Context: an optimization exercise on an open-source flow, tuned for small area, a short achievable clock period and few clock cycles per item. The choices shown serve that exercise and are no tape-out recipe. In this exercise RTL edits were held to simulation tests only and were not proved equivalent to the original. Power and IR drop assume default switching activity.

$ cat flow/design.v
module fir_mac_sequencer #(
    parameter int unsigned ORDER  = 32,
    parameter int unsigned DATA_W = 32,
    parameter int unsigned COEF_W = 32,
    parameter int unsigned ACC_W  = 32,
    parameter int unsigned AW     = $clog2(ORDER)
) (
    input  logic              clk,
    input  logic              reset,
    input  logic              in_valid,
    output logic              in_ready,
    input  logic [DATA_W-1:0] in_data,
    output logic              out_valid,
    input  logic              out_ready,
    output logic [ACC_W-1:0]  out_data,
    input  logic              coef_wr_en,
    input  logic [AW-1:0]     coef_wr_addr,
    input  logic [COEF_W-1:0] coef_wr_data,
    input  logic              coef_commit,
    output logic              coef_pending,
    output logic              busy
);
    typedef enum logic [1:0] {StIdle, StAccum, StOutput} state_e;
    state_e              state_q, state_d;
    logic [AW-1:0]       k_q, k_d;
    logic [AW-1:0]       wr_ptr_q, wr_ptr_d;
    logic [ACC_W-1:0]    acc_q, acc_d;
    logic [ACC_W-1:0]    prod_q, prod_d;
    logic                prod_vld_q, prod_vld_d;
    logic                out_valid_q, out_valid_d;
    logic [ACC_W-1:0]    out_data_q, out_data_d;
    logic                pending_q, pending_d;
    logic                busy_q, busy_d;
    logic [ORDER-1:0][DATA_W-1:0] samp_q;
    logic [ORDER-1:0][DATA_W-1:0] samp_d;
    logic [ORDER-1:0][COEF_W-1:0] coef_shd_q;
    logic [ORDER-1:0][COEF_W-1:0] coef_shd_d;
    logic [ORDER-1:0][COEF_W-1:0] coef_act_q;
    logic [ORDER-1:0][COEF_W-1:0] coef_act_d;
    logic [AW-1:0]           rd_idx;
    logic signed [ACC_W-1:0] coef_ext;
    logic signed [ACC_W-1:0] samp_ext;
    assign in_ready     = (state_q == StIdle) && !reset;
    assign out_valid    = out_valid_q;
    assign out_data     = out_data_q;
    assign coef_pending = pending_q;
    assign busy         = busy_q;
    always_comb begin
        state_d     = state_q;
        k_d         = k_q;
        wr_ptr_d    = wr_ptr_q;
        acc_d       = acc_q;
        prod_d      = prod_q;
        prod_vld_d  = 1'b0;
        out_valid_d = out_valid_q;
        out_data_d  = out_data_q;
        samp_d      = samp_q;
        coef_shd_d  = coef_shd_q;
        coef_act_d  = coef_act_q;
        rd_idx   = wr_ptr_q - k_q;
        coef_ext = ACC_W'($signed(coef_act_q[k_q]));
        samp_ext = ACC_W'($signed(samp_q[rd_idx]));
        if (prod_vld_q) begin
            acc_d = acc_q + prod_q;
        end
        unique case (state_q)
            StIdle: begin
                if (in_valid && in_ready) begin
                    samp_d[wr_ptr_q] = in_data;
                    acc_d            = '0;
                    k_d              = '0;
                    state_d          = StAccum;
                end
            end
            StAccum: begin
                prod_d     = coef_ext * samp_ext;
                prod_vld_d = 1'b1;
                k_d        = k_q + AW'(1);
                if (k_q == AW'(ORDER - 1)) begin
                    state_d  = StOutput;
                    wr_ptr_d = wr_ptr_q + AW'(1);
                end
            end
            StOutput: begin
                if (prod_vld_q) begin
                    out_valid_d = 1'b1;
                    out_data_d  = acc_d;
                end else if (out_valid_q && out_ready) begin
                    out_valid_d = 1'b0;
                    state_d     = StIdle;
                end
            end
            default: state_d = StIdle;
        endcase
        if (coef_wr_en) begin
            coef_shd_d[coef_wr_addr] = coef_wr_data;
        end
        pending_d = pending_q | coef_commit;
        if (pending_d && (state_q == StIdle || (state_q == StOutput && state_d == StIdle))) begin
            coef_act_d = coef_shd_d;
            pending_d  = 1'b0;
        end
        busy_d = (state_d != StIdle);
    end
    always_ff @(posedge clk) begin
        if (reset) begin
            state_q     <= StIdle;
            k_q         <= '0;
            wr_ptr_q    <= '0;
            acc_q       <= '0;
            prod_q      <= '0;
            prod_vld_q  <= 1'b0;
            out_valid_q <= 1'b0;
            out_data_q  <= '0;
            pending_q   <= 1'b0;
            busy_q      <= 1'b0;
            for (int i = 0; i < ORDER; i++) begin
                samp_q[i]     <= '0;
                coef_shd_q[i] <= '0;
                coef_act_q[i] <= '0;
            end
        end else begin
            state_q     <= state_d;
            k_q         <= k_d;
            wr_ptr_q    <= wr_ptr_d;
            acc_q       <= acc_d;
            prod_q      <= prod_d;
            prod_vld_q  <= prod_vld_d;
            out_valid_q <= out_valid_d;
            out_data_q  <= out_data_d;
            pending_q   <= pending_d;
            busy_q      <= busy_d;
            samp_q      <= samp_d;
            coef_shd_q  <= coef_shd_d;
            coef_act_q  <= coef_act_d;
        end
    end
endmodule
$ cat flow/run.sh
#!/bin/bash
# synth_recipe.tcl (not shown) runs the flow's synth.tcl, then flattens the netlist and writes it again
# the make line also repeats each setting of config.mk as NAME=value (left out here)
make -C /OpenROAD-flow-scripts/flow DESIGN_CONFIG=/design/flow/config.mk WORK_HOME=/design/flow/orfs CLKGATE_MAP_FILE= SYNTH_SCRIPT=/design/flow/synth_recipe.tcl finish
$ cat flow/config.mk
export PLATFORM = sky130hd
export DESIGN_NAME = fir_mac_sequencer
export DESIGN_NICKNAME = fir_mac_sequencer
export VERILOG_FILES = /design/flow/design.v
export SDC_FILE = /design/flow/constraint.sdc
export NUM_CORES = 4
export LEC_CHECK = 0
export CAP_MARGIN = 20
export CORE_MARGIN = 2
export CORE_UTILIZATION = 40
export PLACE_DENSITY = 0.6
export SETUP_SLACK_MARGIN = 5
export SLEW_MARGIN = 20
$ cat flow/constraint.sdc
create_clock -name core_clock -period 14.0 [get_ports {clk}]
set_input_delay 2.8000 -clock core_clock [delete_from_list [all_inputs] [get_ports {clk}]]
set_output_delay 2.8000 -clock core_clock [all_outputs]
set_load 0.01 [all_outputs]
==> results of run 1 <==
==> flip-flops by register name, indices dropped and copies added (netlist names) <==
signal	cells
busy_q	1
coef_act_q	1024
coef_shd_q	1024
wr_ptr_q	5
state_q	2
prod_vld_q	1
prod_q	32
out_data_q	32
acc_q	32
k_q	5
samp_q	1024
out_valid_q	1
pending_q	1
==> metrics by stage <==
stage | hold WS (ns) | power, mW
floorplan | 0.429 | 11.7
global placement | 0.437 | 12.6
detailed placement | 0.443 | 12.6
CTS | 0.449 | 21.8
global route | 0.462 | 22.6
finish | 0.448 | 21.8
==> cells by family (layout without fill, tap and decap cells) <==
family	count (synthesis)	after routing	synth area share
flops	3184	3184	0.460
other cells	0	6	0
xor+xnor	118	118	0.00883
fa+ha+maj	605	605	0.0769
buf+inv	1686	1661	0.0487
compound gates	2359	2359	0.130
simple gates	3432	3435	0.0977
mux	1730	1730	0.178
==> report_power, final <==
part | switching, mW | internal (mW)
clock network | 3.77 | 5.23
registers | 0.152 | 9.37
logic | 1.94 | 1.37
total | 5.86 | 16.0
==> repair_timing <==
action / in CTS / in global routing
pin swaps: 71 / 78
resized for setup: 245 / 86
endpoints found under the setup margin: 23 / 17
hold buffers: 0 / 0
cloned: 26 / 5
buffers inserted: 123 / 55
==> layer usage <==
layer,vias up,part of all wire
li1,45400,-
met1,51000,0.43
met2,3852,0.46
met3,840,0.073
met4,14,0.039
met5,-,0.00021
==> worst max path at each step <==
stage	slack (ns)	to	from
after floorplan	4.69	prod_q[30]	k_q[1]
after global placement	2.65	prod_q[31]	k_q[0]
after detailed placement	2.51	prod_q[31]	k_q[0]
after CTS	4.35	prod_q[31]	wr_ptr_q[0]
after global routing	4.07	prod_q[30]	wr_ptr_q[0]
final	4.33	prod_q[31]	wr_ptr_q[0]
==> worst max-delay path, delay by kind of cell (launching register included) <==
kind | cells | cell delay, ns
DFF | 1 | 0.36
xor gates and xnor gates | 1 | 0.15
adders and majority gates | 11 | 5.20
AOI/OAI and AO/OA | 8 | 1.90
muxes | 1 | 0.32
buffers and inverters | 10 | 1.07
and+or+nand+nor | 6 | 0.54
==> final cells by class <==
type                    instances  area [um^2]  share of cell area
inverters                     472         1790              0.0113
well taps                    4578         5730              0.0360
repair buffers                595         6510              0.0409
clock inverters                95         1200             0.00752
repair inverters                1         7.51           0.0000472
multi-input cells            8247        70200               0.441
diodes                          6         15.0           0.0000944
flip-flops and latches       3184        63800               0.401
clock buffers                 498         9860              0.0620
==> placed cells by master (no fill, tap or decap), drive strengths merged, types with 11 or more instances in the layout <==
cell type,netlist,routed
ha,195,195
nand2,900,902
mux4,578,578
nor2b,11,11
a32oi,30,30
xnor3,11,11
and2,20,20
xor2,28,28
buf,308,475
a21o,28,28
clkbuf,906,505
nor2,2252,2252
fa,410,410
dfxtp,3184,3184
o21ai,32,32
or2,99,99
mux2i,1145,1145
o21bai,14,14
xnor2,79,79
nor3,23,23
o22a,1024,1024
nand4,15,15
clkdlybuf4s50,0,104
bufinv,0,19
nand2b,32,32
a21oi,402,402
a22oi,769,769
inv,472,483
nand3,53,54
clkinv,0,62
==> flow_summary.ini, run 1 <==
[outcome]
status = timing/DRC/antenna clean

[detailed_routing]
drtPass1Iterations = 9
routed_wl_mm = 436
ant_nets = 0
viasPerCell = 5.72
drt_iter0_markers = 10500
remaining_drc_errors = 0
wl_per_cell_um = 24.6
vias = 101000

[clocking]
tritoncts = done
root_buffer = clkbuf_16
cts_buffers = 336
cts.sinks = 3184
clkSlewWorstSetupHoldPaths_ns = 0.06
htree_levels = 5
cts_buffer_depth = 4
clk_latency_ns = 0.96

[synth]
synth_cell_types = 77
ys_warn_count = 1
syn_area_um2 = 138000
yosys-top-cells-area = dfxtp_1 46%, mux4_2 9.4%, mux2i_1 8.2%, o22a_1 6.5%, nor2_1 6.1%
yosysMostFrequentCell = dfxtp_1
syn_nets = 13800
yosysTopAreaCell = dfxtp_1
synth_common_cells = 3184 x dfxtp_1, 2250 x nor2_1, 1141 x mux2i_1
avgSynthCellArea_um2 = 10.6
synthArstFlopShare = 0
synth_seq_area_share = 0.460
netlist_instances = 13100
ys_seq_elements = 3184
synth_top_area_frac = 0.460
synthFlopType = dfxtp_1
synth_edf_count = 0

[floorplanning]
core_um2 = 345000
die-area_um2 = 351000
dieWidth_um = 592
die_h_um = 592
initial_utilization = 0.401
rows = 216
ios = 111

[power_and_ir_drop]
p_per_area_nw_per_um2 = 137
peakVddDrop_mv = 0.112
power.leakage_nw = 70.9

[timing]
max_freq_ghz = 0.103
worstMarginPinSlew_ns = 1.25
layout_min_cycle_time_ns = 9.67
final.setup.worst_slack_ns = 4.33
rsz0062_at_grt = yes
slew_violations = 0
setup_tns_ns = 0
skew_ns = 0.0788
setup_viol = 0
hold_viol_final = 0
relSlewSlack = 0.165
finalCritPeriodShare = 0.690

[hold_path]
holdPathStages = 2
whs_endpoint = samp_q[18]
hp-start = samp_q[18]
hold_class = flip-flop to flip-flop

[global_routing]
grtUsageMet2 = 0.385
antenna_found_initial = 21
grt_pass1_wl_mm = 644
grt_most_used_layer = met2
grt_use_met3 = 0.0398
met1_usage = 0.327
grt_use_total = 0.240
overflow = 0
first_global_vias = 97700
grt_start_max_net_pins = 214

[place]
gp_congestion = 0.903
portBuffers = 110
pre_cts_ws_ns = 2.51
hpwlAfterDp_mm = 238
dpl.cell_count = 16900
placed_area_um2 = 144000

[setup_path]
path_max_fanout = 5
r2r_slack_ns = 4.33
crit_top_cell = fa_1
end_kind = flip-flop
required_ns = 14.82
r2r.worst_path.cells = 37
cp.arrival_ns = 10.48
critPathLaunchType = flip-flop
critical_path_class = flip-flop to flip-flop
rr_startpoint = wr_ptr_q[0]
cpPeakStageDelay_ns = 0.80
r2r_end = prod_q[31]
crit_path_top_delay_cell = fa_4

[layout]
drive_above_1_share = 0.152
fill_cells = 32000
final_util = 0.460
finalNonFillerCells = 17700
area_growth_pct = 14.9
final_nets = 13500
finish.instance_area_um2 = 159000

[run]
maxCapViolCount = 0
Testbench counts, summed over its fixed seeds: cycles 26,880, items 768.
==> run 2: changes to the inputs <==
--- a/flow/config.mk
+++ b/flow/config.mk
@@ -11,3 +11,2 @@
 export PLACE_DENSITY = 0.6
-export SETUP_SLACK_MARGIN = 5
 export SLEW_MARGIN = 20
==> flow_summary.ini, run 2 <==
[global_routing]
grt_start_max_net_pins = 212
first_global_vias = 96600
antenna_found_initial = 18
grt_pass1_wl_mm = 637
grt_use_total = 0.237
overflow = 0

[floorplanning]
die_h_um = 592
initial_utilization = 0.401
die-area_um2 = 351000
ios = 111
core_um2 = 345000
dieWidth_um = 592
rows = 216

[clocking]
post_cts_resized = 0
cts_buffers = 335
clk_latency_ns = 0.93
tritoncts = done
ctsHoldBuffers = 0
cts_buffer_depth = 4
clkSlewWorstSetupHoldPaths_ns = 0.07
htree_levels = 5
cts.sinks = 3184
root_buffer = clkbuf_16
cts_setup_buffers = 0

[setup_path]
critical_path_class = flip-flop to flip-flop
path_buf_inv = 6
end_kind = flip-flop
crit_path_top_delay_cell = a2111oi_0
cp.arrival_ns = 12.94
required_ns = 14.82
critical_path.top_delay_family = adder cells
rr_startpoint = k_q[2]
crit_top_cell = fa_1
critPathLaunchType = flip-flop
cpPeakStageDelay_ns = 0.80
crit_start = k_q[2]
path_max_fanout = 22

[power_and_ir_drop]
power.leakage_nw = 69.4
p_per_area_nw_per_um2 = 138
power_mw = 21.4
peakVddDrop_mv = 0.0934

[timing]
hold_viol_final = 0
max_freq_ghz = 0.0825
finalCritPeriodShare = 0.866
rsz0062_at_grt = no
worstMarginPinSlew_ns = 1.22
layout_min_cycle_time_ns = 12.12
slew_violations = 0
relSlewSlack = 0.185
setup_viol = 0
skew_ns = 0.0808
setup_tns_ns = 0

[synth]
netlist_instances = 13100
synthArstFlopShare = 0
syn_nets = 13800
ys_warn_count = 1
avgSynthCellArea_um2 = 10.6
yosysTopAreaCell = dfxtp_1
syn_area_um2 = 138000
yosys-top-cells-area = dfxtp_1 46%, mux4_2 9.4%, mux2i_1 8.2%, o22a_1 6.5%, nor2_1 6.1%
synth_top_area_frac = 0.460
synth_edf_count = 0
yosysMostFrequentCell = dfxtp_1
synth_cell_types = 77
synth_common_cells = 3184 x dfxtp_1, 2250 x nor2_1, 1141 x mux2i_1
synth_seq_area_share = 0.460
ys_seq_elements = 3184
synthFlopType = dfxtp_1

[place]
hpwlAfterDp_mm = 242
portBuffers = 110
gp_congestion = 0.902

[outcome]
status = timing/DRC/antenna clean

[layout]
final_common_cell = dfxtp_1
final_nets = 13300
mostFrequentLayoutCells = 3179 x dfxtp_1, 2218 x nor2_1, 1117 x mux2i_1
area_growth_pct = 11.8
drive_above_1_share = 0.127
top_regs = coef_act_q (1024), coef_shd_q (1024), samp_q (1024)

[detailed_routing]
remaining_drc_errors = 0
drtPass1Iterations = 6
viasPerCell = 5.70
vias = 99800
drt_iter0_markers = 9833
wl_per_cell_um = 24.4
routed_wl_mm = 428
ant_nets = 0

[hold_path]
hp-start = samp_q[2]
hold_class = flip-flop to flip-flop

[run]
maxCapViolCount = 0
==> run 2: through the flow <==
step | std cells | hold slack [ns] | util | setup slack, ns | instance area, um^2
floorplan | 13100 | 0.429 | - | 3.39 | 138000
global placement | 16900 | 0.435 | 0.416 | 2.28 | 144000
detailed placement | 16900 | 0.443 | 0.416 | 2.18 | 144000
CTS | 17500 | 0.451 | 0.448 | 2.10 | 155000
global route | 17500 | 0.463 | 0.448 | 1.50 | 155000
finish | 17500 | 0.449 | 0.448 | 1.88 | 155000
==> run 2: worst register-to-register path, delay by kind of cell (launching register included) <==
family | cells | cell delay, ns
flip-flops | 1 | 0.74
buffers and inverters | 6 | 0.77
XOR/XNOR | 1 | 0.18
AND/OR/NAND/NOR | 8 | 2.63
AO/OA/AOI/OAI | 10 | 3.33
adder cells (fa/ha/maj) | 10 | 4.37
==> run 2: cell type report <==
type | count | area [um^2]
tap | 4578 | 5730
fill | 32500 | 191000
clock buffer | 496 | 9860
multi-input combinational | 8244 | 68800
sequential | 3184 | 63800
inverter | 472 | 1780
timing repair buffer | 421 | 3690
clock inverter | 102 | 1290
antenna | 4 | 10.0
==> run 2: path summary, 6_finish.rpt <==
| path | endpoint | slack [ns] | depth (start not counted) |
|---|---|---|---|
| min | samp_q[2] | 0.45 | 2 |
| min reg2reg | samp_q[2] | 0.45 | 2 |
| max reg2reg | prod_q[31] | 1.88 | 35 |
| max | prod_q[31] | 1.88 | 35 |
==> run 2: cell families (layout without fill, tap and decap cells) <==
family / after synthesis / in the layout / share of synthesized area
flip-flops: 3184 / 3184 / 0.460
buffers and inverters: 1686 / 1491 / 0.0487
AND/OR/NAND/NOR: 3432 / 3432 / 0.0977
AO/OA/AOI/OAI: 2359 / 2359 / 0.130
other: 0 / 4 / 0
XOR/XNOR: 118 / 118 / 0.00883
adder cells (fa/ha/maj): 605 / 605 / 0.0769
multiplexers: 1730 / 1730 / 0.178
==> run 2: metal layers <==
layer / part of all wire / global-route usage
met1: 0.44 / 0.327
met2: 0.46 / 0.381
met3: 0.073 / 0.0380
met4: 0.033 / 0.0738
met5: 0.00036 / 0
==> run 2: power by group <==
part / total (mW) / internal (mW) / switching [mW] / leakage [nW]
Sequential: 9.52 / 9.37 / 0.148 / 25.8
Combinational: 2.81 / 1.09 / 1.72 / 38.0
Clock: 9.08 / 5.30 / 3.78 / 5.49
==> run 3: changes to the inputs <==
--- a/flow/design.v
+++ b/flow/design.v
@@ -39,5 +39,5 @@
     logic [ORDER-1:0][COEF_W-1:0] coef_act_d;
-    logic [AW-1:0]           rd_idx;
-    logic signed [ACC_W-1:0] coef_ext;
-    logic signed [ACC_W-1:0] samp_ext;
+    logic [AW-1:0]           rd_idx, rd_idx1, k1;
+    logic signed [ACC_W-1:0] coef_ext, coef_ext1;
+    logic signed [ACC_W-1:0] samp_ext, samp_ext1;
     assign in_ready     = (state_q == StIdle) && !reset;
@@ -59,5 +59,9 @@
         coef_act_d  = coef_act_q;
-        rd_idx   = wr_ptr_q - k_q;
-        coef_ext = ACC_W'($signed(coef_act_q[k_q]));
-        samp_ext = ACC_W'($signed(samp_q[rd_idx]));
+        rd_idx    = wr_ptr_q - k_q;
+        rd_idx1   = rd_idx - AW'(1);
+        k1        = k_q + AW'(1);
+        coef_ext  = ACC_W'($signed(coef_act_q[k_q]));
+        samp_ext  = ACC_W'($signed(samp_q[rd_idx]));
+        coef_ext1 = ACC_W'($signed(coef_act_q[k1]));
+        samp_ext1 = ACC_W'($signed(samp_q[rd_idx1]));
         if (prod_vld_q) begin
@@ -75,6 +79,6 @@
             StAccum: begin
-                prod_d     = coef_ext * samp_ext;
+                prod_d     = coef_ext * samp_ext + coef_ext1 * samp_ext1;
                 prod_vld_d = 1'b1;
-                k_d        = k_q + AW'(1);
-                if (k_q == AW'(ORDER - 1)) begin
+                k_d        = k_q + AW'(2);
+                if (k_q == AW'(ORDER - 2)) begin
                     state_d  = StOutput;
--- a/flow/config.mk
+++ b/flow/config.mk
@@ -11,2 +11,3 @@
 export PLACE_DENSITY = 0.6
+export SETUP_SLACK_MARGIN = 5
 export SLEW_MARGIN = 20
==> flow_summary.ini, run 3 <==
[clocking]
clk_latency_ns = 1.01
htree_levels = 5
cts_buffers = 338
clkSlewWorstSetupHoldPaths_ns = 0.07
root_buffer = clkbuf_16
cts.sinks = 3183
cts_buffer_depth = 4
tritoncts = done
ctsHoldBuffers = 0

[power_and_ir_drop]
power.leakage_nw = 74.7
p_per_area_nw_per_um2 = 127
power_mw = 23.7
peakVddDrop_mv = 0.108

[detailed_routing]
routed_wl_mm = 575
ant_nets = 0
viasPerCell = 5.80
drt_iter0_markers = 15100
remaining_drc_errors = 0
wl_per_cell_um = 26.4
vias = 127000
drtPass1Iterations = 9

[global_routing]
grt_use_total = 0.269
overflow = 0
antenna_found_initial = 38
grt_pass1_wl_mm = 842
first_global_vias = 123000
grt_start_max_net_pins = 197

[timing]
slew_violations = 0
rsz0062_at_grt = yes
relSlewSlack = 0.209
skew_ns = 0.102
setup_viol = 0
setup_tns_ns = 0
layout_min_cycle_time_ns = 11.13
hold_viol_final = 0
max_freq_ghz = 0.0898
worstMarginPinSlew_ns = 1.18
finalCritPeriodShare = 0.795

[synth]
yosysMostFrequentCell = dfxtp_1
yosys-top-cells-area = dfxtp_1 39%, mux4_2 11%, fa_1 11%, mux2i_1 6.8%, nand2_1 6.2%
synthFlopType = dfxtp_1
synthArstFlopShare = 0
synth_common_cells = 3183 x dfxtp_1, 2711 x nand2_1, 1561 x nor2_1
syn_nets = 17800
synth_edf_count = 0
synth_seq_area_share = 0.387
ys_seq_elements = 3183
yosysTopAreaCell = dfxtp_1
netlist_instances = 16500
avgSynthCellArea_um2 = 9.97
ys_warn_count = 1
syn_area_um2 = 165000
synth_cell_types = 92
synth_top_area_frac = 0.387

[place]
hpwlAfterDp_mm = 340
portBuffers = 110
gp_congestion = 0.918

[setup_path]
critPathLaunchType = flip-flop
end_kind = flip-flop
path_max_fanout = 6
cpPeakStageDelay_ns = 0.52
cp.arrival_ns = 11.93
critical_path_class = flip-flop to flip-flop
crit_path_top_delay_cell = fa_1
required_ns = 14.80
crit_top_cell = fa_1

[floorplanning]
rows = 235
die_h_um = 645
dieWidth_um = 645
core_um2 = 410000
ios = 111
initial_utilization = 0.402
die-area_um2 = 417000

[layout]
top_regs = coef_act_q (1024), coef_shd_q (1024), samp_q (1024)
area_growth_pct = 13.1
final_nets = 17300
drive_above_1_share = 0.148
final_common_cell = dfxtp_1
mostFrequentLayoutCells = 3176 x dfxtp_1, 2693 x nand2_1, 1490 x nor2_1
fill_cells = 38300
final_util = 0.454

[hold_path]
hold_class = flip-flop to flip-flop

[outcome]
status = timing/DRC/antenna clean

[run]
maxCapViolCount = 0
[run 3: changes by cell type in the layout (fill, tap and decap cells not counted), sizes merged, moves of 77 or more]
cell	previous run	this run
mux4	578	809
a21oi	402	1137
buf	315	530
nand2	900	2716
nand3	53	202
nand2b	32	146
inv	489	974
fa	410	873
nor2	2252	1563
nor2b	11	107
ha	195	326
a22oi	769	14
and2	20	97
[run 3: power by group]
part / total (mW) / switching (mW) / internal, mW
Combinational: 4.99 / 3.01 / 1.98
Clock: 9.22 / 3.91 / 5.32
Sequential: 9.51 / 0.146 / 9.36
[run 3: layer usage]
metal | wire length (um) | vias to the layer above | GRT usage
li1 | - | 55300 | -
met1 | 229000 | 63200 | 0.354
met2 | 252000 | 6306 | 0.413
met3 | 58000 | 1736 | 0.0618
met4 | 36500 | 26 | 0.143
met5 | 241 | - | 0.00150
[run 3: kinds of logic (layout without fill, tap and decap cells)]
logic type	count (synthesis)	count (layout)	synth area share
adders and majority gates	1199	1199	0.131
other	1	17	0.0000228
DFF	3183	3183	0.387
AOI/OAI and AO/OA	2507	2509	0.104
xor gates and xnor gates	174	175	0.0106
muxes	1958	1963	0.181
buffers and inverters	2381	2199	0.0589
and+or+nand+nor	5097	5102	0.127
[run 3: cell type report]
class,instances,area (um^2),area share
Antenna cell,16,40.0,0.000215
Clock buffer,507,10100,0.0541
Timing Repair inverter,1,8.76,0.0000471
Tap cell,5451,6820,0.0366
Multi-Input combinational cell,10900,93600,0.503
Timing Repair Buffer,638,6870,0.0369
Clock inverter,92,1300,0.00697
Inverter,961,3660,0.0197
Sequential cell,3183,63700,0.342
[run 3: path summary, 6_finish.rpt]
kind / start / slack (ns) / endpoint / depth (start not counted)
worst max register to register: k_q[2] / 2.87 / prod_q[31] / 46
worst min-delay path: out_data_q[23] / 0.46 / out_data_q[23] / 2
worst min register to register: out_data_q[23] / 0.46 / out_data_q[23] / 2
worst max-delay path: k_q[2] / 2.87 / prod_q[31] / 46
[run 3: per-stage QoR]
step	worst slack, ns	instances	hold slack (ns)	area, um^2
floorplan	2.54	16500	0.436	165000
global placement	1.60	21000	0.449	170000
detailed placement	1.57	21000	0.449	170000
CTS	3.07	21800	0.458	186000
global route	2.61	21800	0.483	186000
finish	2.87	21800	0.457	186000
[run 3: repair_timing]
item,CTS,global route
endpoints found under the hold margin,0,0
setup endpoints to repair,27,25
buffers inserted,154,20
pin swaps,106,69
gates resized for setup,291,78
gates cloned,36,2
[run 3: critical path, delay by kind of cell, from the launching register on]
kind / cells / cell delay [ns]
compound gates: 11 / 2.41
flops: 1 / 0.36
xor+xnor: 2 / 0.37
simple gates: 4 / 0.61
buf+inv: 17 / 2.06
fa+ha+maj: 12 / 5.08
Testbench counts of run 3, summed over its fixed seeds: cycles 14,592, items 768.

[re-timing with driven ports]
How much do the figures lean on ideal ports? The routed layouts below were timed once more, with nothing changed but the port constraints.
Step 1 assumes that a clkbuf_16 drives the clock port and a buf_2 every other input.
Step 2 moves the port delays by t, midway between the first and last clock arrival at a register: inputs arrive t later, outputs are due t later. That takes back most of the time a late clock gives input paths.
Slacks: no drivers / after step 1 / after step 2; pairs: no drivers / after step 1.
run | shift t [ns] | setup WS [ns] | worst register clock-pin slew, ns | pins driven straight from the clock port
run 1 | 1.016 | 4.334 / 4.334 / 4.334 | 0.07 / 0.07 | 1
run 2 | 0.995 | 1.883 / 1.883 / 1.883 | 0.07 / 0.07 | 1
run 3 | 1.067 | 2.869 / 2.869 / 2.869 | 0.07 / 0.07 | 1
After both steps every run listed still meets setup and hold.
